This is an optimization exercise on Yosys and OpenROAD, whose aim is small area and a short achievable clock period, not a production implementation. At most, simulation tests tie the RTL to the original design; equivalence was not proved. The RTL of run 2 was laid out without a check of its function. Power and IR drop assume default switching activity.

==> flow/config.mk <==
export PLATFORM = sky130hd
export DESIGN_NAME = scalar_mem_bank
export DESIGN_NICKNAME = scalar_mem_bank
export VERILOG_FILES = /design/flow/design.v
export SDC_FILE = /design/flow/constraint.sdc
export NUM_CORES = 4
export LEC_CHECK = 0
export CAP_MARGIN = 20
export CORE_MARGIN = 2
export CORE_UTILIZATION = 40
export SLEW_MARGIN = 20
==> flow/constraint.sdc <==
create_clock -name core_clock -period 5.0 [get_ports {clk}]
set_input_delay 1.0000 -clock core_clock [delete_from_list [all_inputs] [get_ports {clk}]]
set_output_delay 1.0000 -clock core_clock [all_outputs]
set_load 0.01 [all_outputs]
==> flow/design.v <==
module scalar_mem_bank #(
  parameter int                DATA_W   = 8,
  parameter int                ADDR_W   = 8,
  parameter int                DEPTH    = 256,
  parameter int                WAIT_CYC = 1,
  parameter logic [ADDR_W-1:0] RO_BASE  = '0,
  parameter logic [ADDR_W-1:0] RO_LIMIT = ADDR_W'(8'h2F)
) (
  input  logic              clk,
  input  logic              rst,
  input  logic [ADDR_W-1:0] addr,
  input  logic              rd,
  input  logic              wrt,
  input  logic [DATA_W-1:0] wdata,
  output logic [DATA_W-1:0] rdata,
  output logic              rdy,
  output logic              err,
  output logic              busy,
  input  logic              ld_en,
  input  logic [ADDR_W-1:0] ld_addr,
  input  logic [DATA_W-1:0] ld_data
);
  if (longint'(DEPTH) > (longint'(1) << ADDR_W) || WAIT_CYC < 0 || WAIT_CYC > 15) begin : g_bad_param
    $error("scalar_mem_bank: DEPTH must be <= 2**ADDR_W and WAIT_CYC within 0..15");
  end
  localparam int                IDX_W    = (DEPTH > 1) ? $clog2(DEPTH) : 1;
  localparam logic [ADDR_W:0]   DEPTH_L  = DEPTH[ADDR_W:0];
  localparam logic [3:0]        CNT_INIT = (WAIT_CYC > 0) ? 4'(WAIT_CYC - 1) : 4'd0;
  localparam logic              RO_EN    = (RO_LIMIT >= RO_BASE);
  localparam logic [ADDR_W-1:0] RO_SPAN  = RO_LIMIT - RO_BASE;
  typedef enum logic [1:0] {S_IDLE, S_WAIT, S_RESP} state_e;
  state_e            state_q, state_d;
  logic [3:0]        cnt_q, cnt_d;
  logic [ADDR_W-1:0] addr_q, addr_d;
  logic [DATA_W-1:0] wdata_q, wdata_d;
  logic              wr_q, wr_d;
  logic              acc_err_q, acc_err_d;
  logic [DATA_W-1:0] rdata_q, rdata_d;
  logic              rdy_q, rdy_d;
  logic              err_q, err_d;
  logic              busy_q, busy_d;
  logic [DATA_W-1:0] mem_q [DEPTH];
  logic              mem_we;
  logic [IDX_W-1:0]  mem_waddr;
  logic [DATA_W-1:0] mem_wdata;
  logic              idle, req, clash, ld_ok;
  logic [ADDR_W-1:0] a_addr;
  logic [DATA_W-1:0] a_wdata;
  logic              a_wr, a_err;
  function automatic logic in_range(input logic [ADDR_W-1:0] a);
    in_range = {1'b0, a} < DEPTH_L;
  endfunction
  function automatic logic in_ro(input logic [ADDR_W-1:0] a);
    logic [ADDR_W-1:0] off;
    off = a - RO_BASE;
    in_ro = RO_EN && (off <= RO_SPAN);
  endfunction
  always_comb begin
    idle      = (state_q == S_IDLE);
    req       = idle && (rd ^ wrt);
    clash     = idle && rd && wrt;
    a_addr    = idle ? addr  : addr_q;
    a_wdata   = idle ? wdata : wdata_q;
    a_wr      = idle ? wrt   : wr_q;
    a_err     = !in_range(a_addr) || (a_wr && in_ro(a_addr));
    state_d   = state_q;
    cnt_d     = cnt_q;
    addr_d    = addr_q;
    wdata_d   = wdata_q;
    wr_d      = wr_q;
    acc_err_d = acc_err_q;
    rdata_d   = rdata_q;
    mem_we    = 1'b0;
    mem_waddr = ld_addr[IDX_W-1:0];
    mem_wdata = ld_data;
    case (state_q)
      S_IDLE: if (req) begin
        addr_d    = addr;
        wdata_d   = wdata;
        wr_d      = wrt;
        acc_err_d = a_err;
        cnt_d     = CNT_INIT;
        state_d   = (WAIT_CYC == 0) ? S_RESP : S_WAIT;
      end
      S_WAIT: if (cnt_q == 4'd0) state_d = S_RESP;
              else               cnt_d   = cnt_q - 4'd1;
      S_RESP:  state_d = S_IDLE;
      default: state_d = S_IDLE;
    endcase
    if (state_d == S_RESP && state_q != S_RESP) begin
      if (a_wr) begin
        if (!a_err) begin
          mem_we    = 1'b1;
          mem_waddr = a_addr[IDX_W-1:0];
          mem_wdata = a_wdata;
        end
      end else begin
        rdata_d = a_err ? '0 : mem_q[a_addr[IDX_W-1:0]];
      end
    end
    ld_ok = ld_en && idle && !rd && !wrt && in_range(ld_addr);
    if (ld_ok) mem_we = 1'b1;
    rdy_d  = (state_q == S_RESP);
    busy_d = !idle;
    err_d  = clash || (ld_en && !ld_ok) || ((state_q == S_RESP) && acc_err_q);
  end
  always_ff @(posedge clk) begin
    if (!rst) begin
      state_q   <= S_IDLE;
      cnt_q     <= '0;
      addr_q    <= '0;
      wdata_q   <= '0;
      wr_q      <= 1'b0;
      acc_err_q <= 1'b0;
      rdata_q   <= '0;
      rdy_q     <= 1'b0;
      err_q     <= 1'b0;
      busy_q    <= 1'b0;
    end else begin
      state_q   <= state_d;
      cnt_q     <= cnt_d;
      addr_q    <= addr_d;
      wdata_q   <= wdata_d;
      wr_q      <= wr_d;
      acc_err_q <= acc_err_d;
      rdata_q   <= rdata_d;
      rdy_q     <= rdy_d;
      err_q     <= err_d;
      busy_q    <= busy_d;
    end
  end
  always_ff @(posedge clk) begin
    if (rst && mem_we) mem_q[mem_waddr] <= mem_wdata;
  end
  assign rdata = rdata_q;
  assign rdy   = rdy_q;
  assign err   = err_q;
  assign busy  = busy_q;
endmodule
==> flow/run.sh <==
#!/bin/bash
# synth_recipe.tcl (not shown) runs the flow's synth.tcl, then flattens the netlist and writes it again
# the make line also repeats each setting of config.mk as NAME=value (left out here)
make -C /OpenROAD-flow-scripts/flow DESIGN_CONFIG=/design/flow/config.mk WORK_HOME=/design/flow/orfs CLKGATE_MAP_FILE= SYNTH_SCRIPT=/design/flow/synth_recipe.tcl finish
==> reports/qor.txt, run 1 <==
OUTCOME
------------------------------------------------------------------------------------------------------
Result of the run                                                     no timing/DRC/antenna violations

ROUTING
------------------------------------------------------------------------------------------------------
Metal2 WL                                                                                    124000 um
DR WL/cell                                                                                     29.6 um
Post-route DRC violation count                                                                       0
Number of search-and-repair iterations in the first detailed-routing pass                            9
Final routed wirelength across all metal layers                                              277000 um
DR vias/cell                                                                                      5.98
DR WL met3                                                                                    32100 um
Detailed-route wire length on metal 1                                                        108000 um
Total number of vias                                                                             55841
Number of DRC markers in iteration 0                                                              7881
Antenna violation net count after detailed routing                                                   0
DR top layer                                                                                      met5

CTS
------------------------------------------------------------------------------------------------------
Clock tree sinks                                                                                  2083
Number of clock buffers inserted by TritonCTS                                                      210
H-tree Lvls                                                                                          4
Buffer levels on the longest clock path                                                              3
Number of post-CTS setup repair buffers                                                              0
Clock transition at the register clock pins on the worst setup and hold paths after CTS          60 ps
Cells resized by post-CTS repair                                                                     0
Clock tree from TritonCTS                                                                        built
Clock latency on the worst-skew pair                                                            880 ps
Hold-fix buffers at CTS                                                                              0
Clock tree root driver cell                                                               sky130_fd_sc_hd__clkbuf_16

TIMING
------------------------------------------------------------------------------------------------------
Number of max-slew violations in the final report                                                    0
Clock skew after layout                                                                        61.5 ps
Final period utilization                                                                         94.4%
Setup repair after global routing missed its margin                                                 no
Achievable Freq                                                                                212 MHz
Slew HR                                                                                          17.8%
Slew @ Worst Pin                                                                               1220 ps
Post-route worst setup slack                                                                    280 ps
Post-layout min period                                                                         4720 ps
Count of final hold-check violations                                                                 0
Final total negative setup slack                                                                  0 ps
Number of endpoints failing setup at the final stage                                                 0
Final Hold Slack                                                                                471 ps

PLACEMENT
------------------------------------------------------------------------------------------------------
Count of buffers inserted at the top-level ports                                                    47
Detailed placement HPWL                                                                      176000 um
Placed cell areas                                                                          91300 sq um
Final GP Congestion                                                                              0.945
Pre-CTS setup slack                                                                            17.8 ps
Placed cells                                                                                      8941

GRT
------------------------------------------------------------------------------------------------------
Initial antenna violation count                                                                     13
Total Routing Usage GR                                                                           25.7%
Vias in the first global route                                                                   52488
Total global routing overflow                                                                        0
Wire length of the first global-routing pass                                                 391000 um
Pin count of the biggest net entering global routing                                               113

CRITICAL PATH
------------------------------------------------------------------------------------------------------
Launching instance or port of the critical path                                           state_q[1]$_SDFF_PN0_
Critical-path maximum fanout                                                                        26
Worst Setup Path Type                                                                     flop to flop
Arrival @ worst endpoint                                                                       5430 ps
Kind of end point of the critical path                                                            flop
RR Endpoint                                                                               rdata_q[7]$_SDFFE_PN0P_
Launch instance of the worst register-to-register path                                    state_q[1]$_SDFF_PN0_
Worst Setup Start Kind                                                                            flop
Worst EP required                                                                              5710 ps
Worst setup path end                                                                      rdata_q[7]$_SDFFE_PN0P_
Setup slack of the worst register-to-register path                                              280 ps
Number of cells traversed by the worst register-to-register path                                     9

LAYOUT
------------------------------------------------------------------------------------------------------
Post-route cell area                                                                       97800 sq um
Commonest cells after routing, fill and taps aside                                        sky130_fd_sc_hd__edfxtp_1, sky130_fd_sc_hd__nand2_1, sky130_fd_sc_hd__buf_4
Post-layout instance count excluding filler cells                                                 9342
Share of layout cells above drive strength 1                                                     15.1%
Number of nets in the finished design                                                             6404
Layout filler cell count                                                                         17927
Most common cell after layout, fill and taps aside                                        sky130_fd_sc_hd__edfxtp_1
Final standard cell utilization of the core                                                      47.2%
Multi-input logic area                                                                     19500 sq um
Area added between synthesis and finish                                                          17.3%
Sequential cell area                                                                       62200 sq um

DIE
------------------------------------------------------------------------------------------------------
Area of the die                                                                           212000 sq um
Standard cell core area                                                                   207000 sq um
Initial core utilization                                                                         40.3%
Die width                                                                                       461 um
Count of boundary I/O pins                                                                          48
Die height                                                                                      461 um
Number of standard-cell rows in the floorplan                                                      167

POWER
------------------------------------------------------------------------------------------------------
Total power divided by cell area                                                           403 nW/um^2
Maximum ir drop on the vdd rail                                                             0.000298 V
Total chip power                                                                               39.4 mW
Leakage Power                                                                                  32.7 nW

HOLD PATH
------------------------------------------------------------------------------------------------------
Min-delay worst type                                                                      flop to flop
Worst hold path stage count                                                                          2

SYNTHESIS
------------------------------------------------------------------------------------------------------
Post-Syn Nets                                                                                     5968
Seq/Total Area, Yosys                                                                            74.6%
Number of enable flip-flop cells after synthesis                                                  2048
Synth warnings                                                                                       1
Mapped Avg Cell Area                                                                        14.1 sq um
Number of library cell types mapped by synthesis                                                    77
Synthesized flop and latch total                                                                  2083
Post-synthesis instance area                                                               83400 sq um
Dominant synthesized flop cell                                                            sky130_fd_sc_hd__edfxtp_1
Post-Syn Instances                                                                                5929
Async SR Flop Fraction                                                                              0%

FLOW RUN
------------------------------------------------------------------------------------------------------
Maximum Capacitance Violations                                                                       0

==> critical path, stage by stage, from the launching register on <==
cell and delay, ps:
sky130_fd_sc_hd__dfxtp_1 330, sky130_fd_sc_hd__nor2_4 750, sky130_fd_sc_hd__mux2i_4 930, sky130_fd_sc_hd__buf_4 460, sky130_fd_sc_hd__nor2_1 150, sky130_fd_sc_hd__buf_4 220
sky130_fd_sc_hd__a22oi_1 230, sky130_fd_sc_hd__a21oi_1 250, sky130_fd_sc_hd__nor3_1 970, sky130_fd_sc_hd__o22ai_1 200
==> synthesized netlist by cell type, drive strengths merged (9+ instances only) <==
master	n	area, sq um
nor4	28	175
a22oi	13	97.6
mux2i	194	1940
nand3	428	2140
o32ai	10	87.6
buf	263	1400
a21oi	57	285
mux2	9	101
o22ai	9	56.3
a222oi	11	110
and3	180	1130
a32oi	125	1090
nand4	81	513
nor3	13	65.1
o21ai	67	343
a21boi	18	135
a31oi	133	838
o21a	9	67.6
a2111oi	30	263
edfxtp	2048	61500
nand2	1267	4770
o211ai	13	97.6
a311oi	76	666
o31ai	14	130
a311o	12	120
dfxtp	35	701
nor2	325	1240
mux4	28	631
clkbuf	166	626
a211oi	167	1250
==> cell type report <==
| class | count | area share (%) |
|---|---|---|
| clock inverter | 126 | 1.02 |
| sequential | 2083 | 63.6 |
| multi-input combinational | 3412 | 20.0 |
| clock buffer | 263 | 5.60 |
| inverter | 5 | 0.0192 |
| antenna | 12 | 0.0307 |
| timing repair buffer | 653 | 6.17 |
| tap | 2788 | 3.57 |
==> registers in the layout (all words and copies together), names as in the netlist, 2 cells and up <==
register / count
addr_q: 8
mem_q: 2048
rdata_q: 8
state_q: 2
cnt_q: 4
wdata_q: 8
==> per-layer routing <==
metal	vias up	global-route usage [%]
li1	23569	-
met1	28199	35.4
met2	3430	38.7
met3	633	6.19
met4	10	11.5
met5	-	0
==> worst min path at each step <==
stage	start	endpoint	slack, ps
2_1_floorplan	addr_q[3]$_SDFFE_PN0P_	addr_q[3]$_SDFFE_PN0P_	440
3_3_place_gp	wdata_q[0]$_SDFFE_PN0P_	wdata_q[0]$_SDFFE_PN0P_	450
3_5_place_dp	addr_q[3]$_SDFFE_PN0P_	addr_q[3]$_SDFFE_PN0P_	460
4_1_cts	addr_q[3]$_SDFFE_PN0P_	addr_q[3]$_SDFFE_PN0P_	470
5_1_grt	wdata_q[7]$_SDFFE_PN0P_	wdata_q[7]$_SDFFE_PN0P_	500
6_report	wdata_q[1]$_SDFFE_PN0P_	wdata_q[1]$_SDFFE_PN0P_	470
==> kinds of logic (layout without fill, tap and decap cells) <==
group,after synthesis,after routing,synth area share [%]
AO/OA/AOI/OAI,811,811,7.27
XOR/XNOR,3,3,0.0315
adder cells (fa/ha/maj),2,2,0.0300
buffers and inverters,434,1047,2.45
flip-flops,2083,2083,74.6
multiplexers,231,231,3.21
other,0,12,0
AND/OR/NAND/NOR,2365,2365,12.4
==> power by group <==
part,switching [mW],internal (mW)
combinational,3.59,1.46
sequential,0.0585,19.3
clock,6.82,8.14
==> run 2: changes to the inputs <==
==> flow/design.v (replaced) <==
module scalar_mem_bank #(
  parameter int                DATA_W   = 8,
  parameter int                ADDR_W   = 8,
  parameter int                DEPTH    = 256,
  parameter int                WAIT_CYC = 1,
  parameter logic [ADDR_W-1:0] RO_BASE  = '0,
  parameter logic [ADDR_W-1:0] RO_LIMIT = ADDR_W'(8'h2F)
) (
  input  logic              clk,
  input  logic              rst,
  input  logic [ADDR_W-1:0] addr,
  input  logic              rd,
  input  logic              wrt,
  input  logic [DATA_W-1:0] wdata,
  output logic [DATA_W-1:0] rdata,
  output logic              rdy,
  output logic              err,
  output logic              busy,
  input  logic              ld_en,
  input  logic [ADDR_W-1:0] ld_addr,
  input  logic [DATA_W-1:0] ld_data
);
  if (DATA_W != 8 || ADDR_W != 8 || DEPTH != 256 || WAIT_CYC != 1 ||
      RO_BASE != 8'h00 || RO_LIMIT != 8'h2F) begin : g_bad_param
    $error("scalar_mem_bank: only the default configuration is implemented");
  end
  logic        w_q;        
  logic        r_q;        
  logic        wr_q;       
  logic        pl_q;       
  logic        perr_q;     
  logic [15:0] hi_q, lo_q;
  logic [7:0]  wd_q;
  logic [7:0]  rdata_q;
  logic        rdy_q, err_q, busy_q;
  logic [7:0]  mem_q [256];
  logic        idle, req, clash, ld_acc, strobe;
  logic [7:0]  a_sel, d_sel;
  logic        in_ro, wcommit, rcommit;
  logic [15:0] whi;
  logic [7:0]  rd_val;
  always_comb begin
    idle    = !(w_q || r_q);
    strobe  = rd || wrt;
    req     = idle && (rd ^ wrt);
    clash   = idle && rd && wrt;
    ld_acc  = idle && ld_en && !strobe;
    a_sel   = strobe ? addr  : ld_addr;
    d_sel   = strobe ? wdata : ld_data;
    in_ro   = |hi_q[2:0];
    wcommit = rst && w_q && wr_q && !in_ro;
    rcommit = w_q && !wr_q;
    whi     = hi_q & {16{pl_q || wcommit}};
  end
  always_ff @(posedge clk) begin
    w_q    <= rst && req;
    r_q    <= rst && w_q;
    busy_q <= rst && (w_q || r_q);
    rdy_q  <= rst && r_q;
    pl_q   <= rst && ld_acc;
    perr_q <= rst && w_q && wr_q && in_ro;
    err_q  <= rst && (clash || (ld_en && !ld_acc) || perr_q);
    wr_q   <= wrt;
    wd_q   <= d_sel;
    for (int i = 0; i < 16; i++) begin
      hi_q[i] <= (a_sel[7:4] == 4'(i));
      lo_q[i] <= (a_sel[3:0] == 4'(i));
    end
    if (!rst)         rdata_q <= '0;
    else if (rcommit) rdata_q <= rd_val;
  end
  always_comb begin
    rd_val = '0;
    for (int g = 0; g < 16; g++) begin
      logic [7:0] grp;
      grp = '0;
      for (int l = 0; l < 16; l++) grp = grp | (mem_q[16*g+l] & {8{lo_q[l]}});
      rd_val = rd_val | (grp & {8{hi_q[g]}});
    end
  end
  for (genvar g = 0; g < 16; g++) begin : g_hi
    for (genvar l = 0; l < 16; l++) begin : g_lo
      always_ff @(posedge clk) begin
        if (whi[g] && lo_q[l]) mem_q[16*g+l] <= wd_q;
      end
    end
  end
  assign rdata = rdata_q;
  assign rdy   = rdy_q;
  assign err   = err_q;
  assign busy  = busy_q;
endmodule
==> reports/qor.txt, run 2 <==
TIMING
------------------------------------------------------------------------------------------------------
Final total negative setup slack                                                                  0 ps   unchanged
Setup repair after global routing missed its margin                                                 no
Number of endpoints failing setup at the final stage                                                 0   unchanged
Slew @ Worst Pin                                                                               1050 ps   -166 ps
Post-route worst setup slack                                                                   1010 ps   +732 ps
Achievable Freq                                                                                251 MHz   +18%
Slew HR                                                                                          30.0%   +12 points
Final Hold Slack                                                                                554 ps   +82.8 ps
Number of max-slew violations in the final report                                                    0   unchanged
Post-layout min period                                                                         3990 ps   -732 ps
Count of final hold-check violations                                                                 0   unchanged
Final period utilization                                                                         79.8%   -15 points
Clock skew after layout                                                                        46.1 ps   -15.4 ps

GRT
------------------------------------------------------------------------------------------------------
Total Routing Usage GR                                                                           19.4%   -6.3 points
Vias in the first global route                                                                   39919   -24%
GR Util met1                                                                                     27.0%   -8.4 points
Initial antenna violation count                                                                      3   -10
Pin count of the biggest net entering global routing                                               136   +20%
Global routing usage on met2                                                                     31.5%   -7.2 points
Total global routing overflow                                                                        0   unchanged
Top Usage Layer GRT                                                                               met2
Wire length of the first global-routing pass                                                 282000 um   -28%
Met3 demand-to-capacity share in global routing                                                  2.96%   -3.2 points

PLACEMENT
------------------------------------------------------------------------------------------------------
Final GP Congestion                                                                              0.826   -13%
Placed cells                                                                                      6390   -29%
Pre-CTS setup slack                                                                            1040 ps   +1020 ps
Count of buffers inserted at the top-level ports                                                    47   unchanged
Placed cell areas                                                                          79900 sq um   -12%
Detailed placement HPWL                                                                      112000 um   -37%

SYNTHESIS
------------------------------------------------------------------------------------------------------
Share of the synthesized area in the top cell type                                               80.0%   +6.2 points
Dominant synthesized flop cell                                                            sky130_fd_sc_hd__edfxtp_1
Async SR Flop Fraction                                                                              0%   unchanged
Most common cell in the synthesized netlist                                               sky130_fd_sc_hd__edfxtp_1
Synthesized flop and latch total                                                                  2104   +1.0%
Synth warnings                                                                                       2   +1
Post-Syn Instances                                                                                4049   -32%
Synth cell count leaders                                                                  sky130_fd_sc_hd__edfxtp_1, sky130_fd_sc_hd__a221oi_1, sky130_fd_sc_hd__a22o_1
Post-synthesis instance area                                                               76900 sq um   -7.8%
Number of library cell types mapped by synthesis                                                    32   -58%
Seq/Total Area, Yosys                                                                            81.4%   +6.8 points
Number of enable flip-flop cells after synthesis                                                  2048   unchanged
Post-Syn Nets                                                                                     4087   -32%
Largest cells by area after synthesis                                                     sky130_fd_sc_hd__edfxtp_1, sky130_fd_sc_hd__a221oi_1, sky130_fd_sc_hd__a22o_1, sky130_fd_sc_hd__and2_1, sky130_fd_sc_hd__dfxtp_1
Largest area contributor in the netlist                                                   sky130_fd_sc_hd__edfxtp_1
Mapped Avg Cell Area                                                                        19.0 sq um   +35%

LAYOUT
------------------------------------------------------------------------------------------------------
Most common cell after layout, fill and taps aside                                        sky130_fd_sc_hd__edfxtp_1
Share of layout cells above drive strength 1                                                     9.25%   -5.8 points
Max FFs per register                                                                              2048   unchanged
Registers with the most flip-flops                                                        mem_q (2048), hi_q (16), lo_q (16)
Largest Register                                                                                 mem_q
Post-route cell area                                                                       86200 sq um   -12%
Final standard cell utilization of the core                                                      45.2%   -2.0 points
Post-layout instance count excluding filler cells                                                 6751   -28%
Number of nets in the finished design                                                             4119   -36%
Area added between synthesis and finish                                                          12.1%
Layout filler cell count                                                                         16032   -11%
Commonest cells after routing, fill and taps aside                                        sky130_fd_sc_hd__edfxtp_1, sky130_fd_sc_hd__a22o_1, sky130_fd_sc_hd__a221oi_1

ROUTING
------------------------------------------------------------------------------------------------------
DR WL/cell                                                                                     28.8 um   -3.0%
Antenna violation net count after detailed routing                                                   0   unchanged
DR vias/cell                                                                                      6.01   +0.53%
Number of search-and-repair iterations in the first detailed-routing pass                            6   -3
Final routed wirelength across all metal layers                                              194000 um   -30%
Number of DRC markers in iteration 0                                                              5214   -34%
Post-route DRC violation count                                                                       0   unchanged
Total number of vias                                                                             40567   -27%

CTS
------------------------------------------------------------------------------------------------------
Clock tree root driver cell                                                               sky130_fd_sc_hd__clkbuf_16
Clock latency on the worst-skew pair                                                            840 ps   -40 ps
Cells resized by post-CTS repair                                                                     0   unchanged
Clock transition at the register clock pins on the worst setup and hold paths after CTS          60 ps   about the same
Number of post-CTS setup repair buffers                                                              0   unchanged
Clock tree from TritonCTS                                                                        built
Buffer levels on the longest clock path                                                              3   unchanged
H-tree Lvls                                                                                          4   unchanged
Clock tree sinks                                                                                  2104   +1.0%
Number of clock buffers inserted by TritonCTS                                                      200   -4.8%
Hold-fix buffers at CTS                                                                              0   unchanged

DIE
------------------------------------------------------------------------------------------------------
Standard cell core area                                                                   191000 sq um   -8.0%
Die height                                                                                      442 um   -3.9%
Area of the die                                                                           196000 sq um   -7.7%
Number of standard-cell rows in the floorplan                                                      160   -4.2%
Die width                                                                                       442 um   -3.9%
Initial core utilization                                                                         40.3%   +0.083 points
Count of boundary I/O pins                                                                          48   unchanged

CRITICAL PATH
------------------------------------------------------------------------------------------------------
Stage delay of the slowest cell on the critical path                                            560 ps   -410 ps
Cell with the largest stage delay on the worst path                                       sky130_fd_sc_hd__dfxtp_4
Setup slack of the worst register-to-register path                                             1010 ps   +730 ps
Critical-path maximum fanout                                                                        62   +140%
Number of cells traversed by the worst register-to-register path                                    10   +1
Kind of end point of the critical path                                                            flop
Arrival @ worst endpoint                                                                       4690 ps   -740 ps
Worst Setup Start Kind                                                                            flop
Worst Setup Path Type                                                                     flop to flop
RR Endpoint                                                                               rdata_q[2]$_SDFFE_PN0P_
CP dominant cell by count                                                                 sky130_fd_sc_hd__buf_4
Launch instance of the worst register-to-register path                                    lo_q[11]$_DFF_P_
Worst EP required                                                                              5700 ps   about the same
Cells along the critical path                                                             buf_4 > buf_4 > a22o_1 > a221oi_1 > nand3_1 > o21ai_0 > nand3_1 > a2111oi_0 > buf_4 > a21oi_1

HOLD PATH
------------------------------------------------------------------------------------------------------
Launch instance of the worst min-delay path                                               wr_q$_DFF_P_
Worst hold path stage count                                                                          2   unchanged
Capture endpoint of the worst hold path                                                   perr_q$_DFF_P_
Min-delay worst type                                                                      flop to flop

POWER
------------------------------------------------------------------------------------------------------
Total power divided by cell area                                                           414 nW/um^2   +2.9%
Leakage Power                                                                                  26.6 nW   -19%
Maximum ir drop on the vdd rail                                                             0.000343 V   +15%
Total chip power                                                                               35.7 mW   -9.3%

OUTCOME
------------------------------------------------------------------------------------------------------
Result of the run                                                     no timing/DRC/antenna violations

FLOW RUN
------------------------------------------------------------------------------------------------------
Maximum Capacitance Violations                                                                       0   unchanged

run 2: cell count changes after synthesis, sizes merged, moves of 194 or more:
cell,before,now
nand2,1267,11
nor2,325,46
a221oi,7,466
mux2i,194,0
nand3,428,26
and2,4,210
a22o,6,466
run 2: layout make-up:
type	instances	area, sq um	area share [%]
inverter	10	37.5	0.0435
clock inverter	112	1030	1.19
timing repair buffer	127	1370	1.59
clock buffer	248	5250	6.09
antenna	1	2.50	0.00290
sequential	2104	62700	72.8
multi-input combinational	1638	12700	14.7
tap	2511	3140	3.64
run 2: layer usage:
metal / vias to the layer above / wire [um]
li1: 17348 / -
met1: 21123 / 80700
met2: 1785 / 94000
met3: 311 / 13500
met4: 0 / 6030
met5: - / 0
run 2: critical path: cells and delay by family, from the launching register on:
kind | cells | cell delay (ps)
and+or+nand+nor | 2 | 460
AOI/OAI and AO/OA | 5 | 1680
DFF | 1 | 560
buffers and inverters | 3 | 990
run 2: how the worst max path moves through the flow:
stage                     start                       to  slack [ps]  cells past startpoint
5_1_grt        lo_q[11]$_DFF_P_  rdata_q[1]$_SDFFE_PN0P_         880                     10
4_1_cts        lo_q[11]$_DFF_P_  rdata_q[2]$_SDFFE_PN0P_         980                     10
6_report       lo_q[11]$_DFF_P_  rdata_q[2]$_SDFFE_PN0P_        1010                     10
3_5_place_dp   lo_q[11]$_DFF_P_  rdata_q[2]$_SDFFE_PN0P_        1040                     10
2_1_floorplan   wd_q[0]$_DFF_P_    mem_q[0][0]$_DFFE_PP_         770                      0
3_3_place_gp   lo_q[11]$_DFF_P_  rdata_q[2]$_SDFFE_PN0P_         960                     10
run 2: logic make-up after synthesis:
family	count (synthesis)	synth area share, %
simple gates	498	3.82
mux	8	0.117
buf+inv	307	2.13
flops	2104	81.4
fa+ha+maj	1	0.0163
compound gates	1131	12.5
run 2: power by group:
part / total [mW] / internal, mW / switching [mW]
combinational: 1.42 / 0.407 / 1.01
sequential: 19.7 / 19.5 / 0.221
clock: 14.6 / 8.13 / 6.46

[afterwards: timing with drivers on the ports]
The results above use ideal ports. As a check the final layouts listed here were re-extracted and re-timed, cells and wires unchanged.
Step 1: set_driving_cell puts a clkbuf_16 on clk and a buf_2 on each other input, an assumption about the parent block.
Step 2 adds t to the input delays and takes it off the output delays; t is the mean of the earliest and latest rising clock arrival at the registers after step 1. Input paths then give back, and output paths get back, about the clock's delay inside the block.
Three values: ideal, step 1, step 2; two values: the first two.
| run | shift t [ns] | setup slack, ns | latest minus earliest clock arrival (ns) |
|---|---|---|---|
| run 1 | 0.964 | 0.280 / 0.280 / -0.342 | 0.073 / 0.072 |
| run 2 | 0.905 | 1.012 / 1.012 / 1.012 | 0.051 / 0.051 |
Met with ideal ports but missed after step 2: setup timing in run 1. For run 1, which loses most, drivers alone change the setup slack by 0.000 ns; drivers and shift together by -0.622 ns.
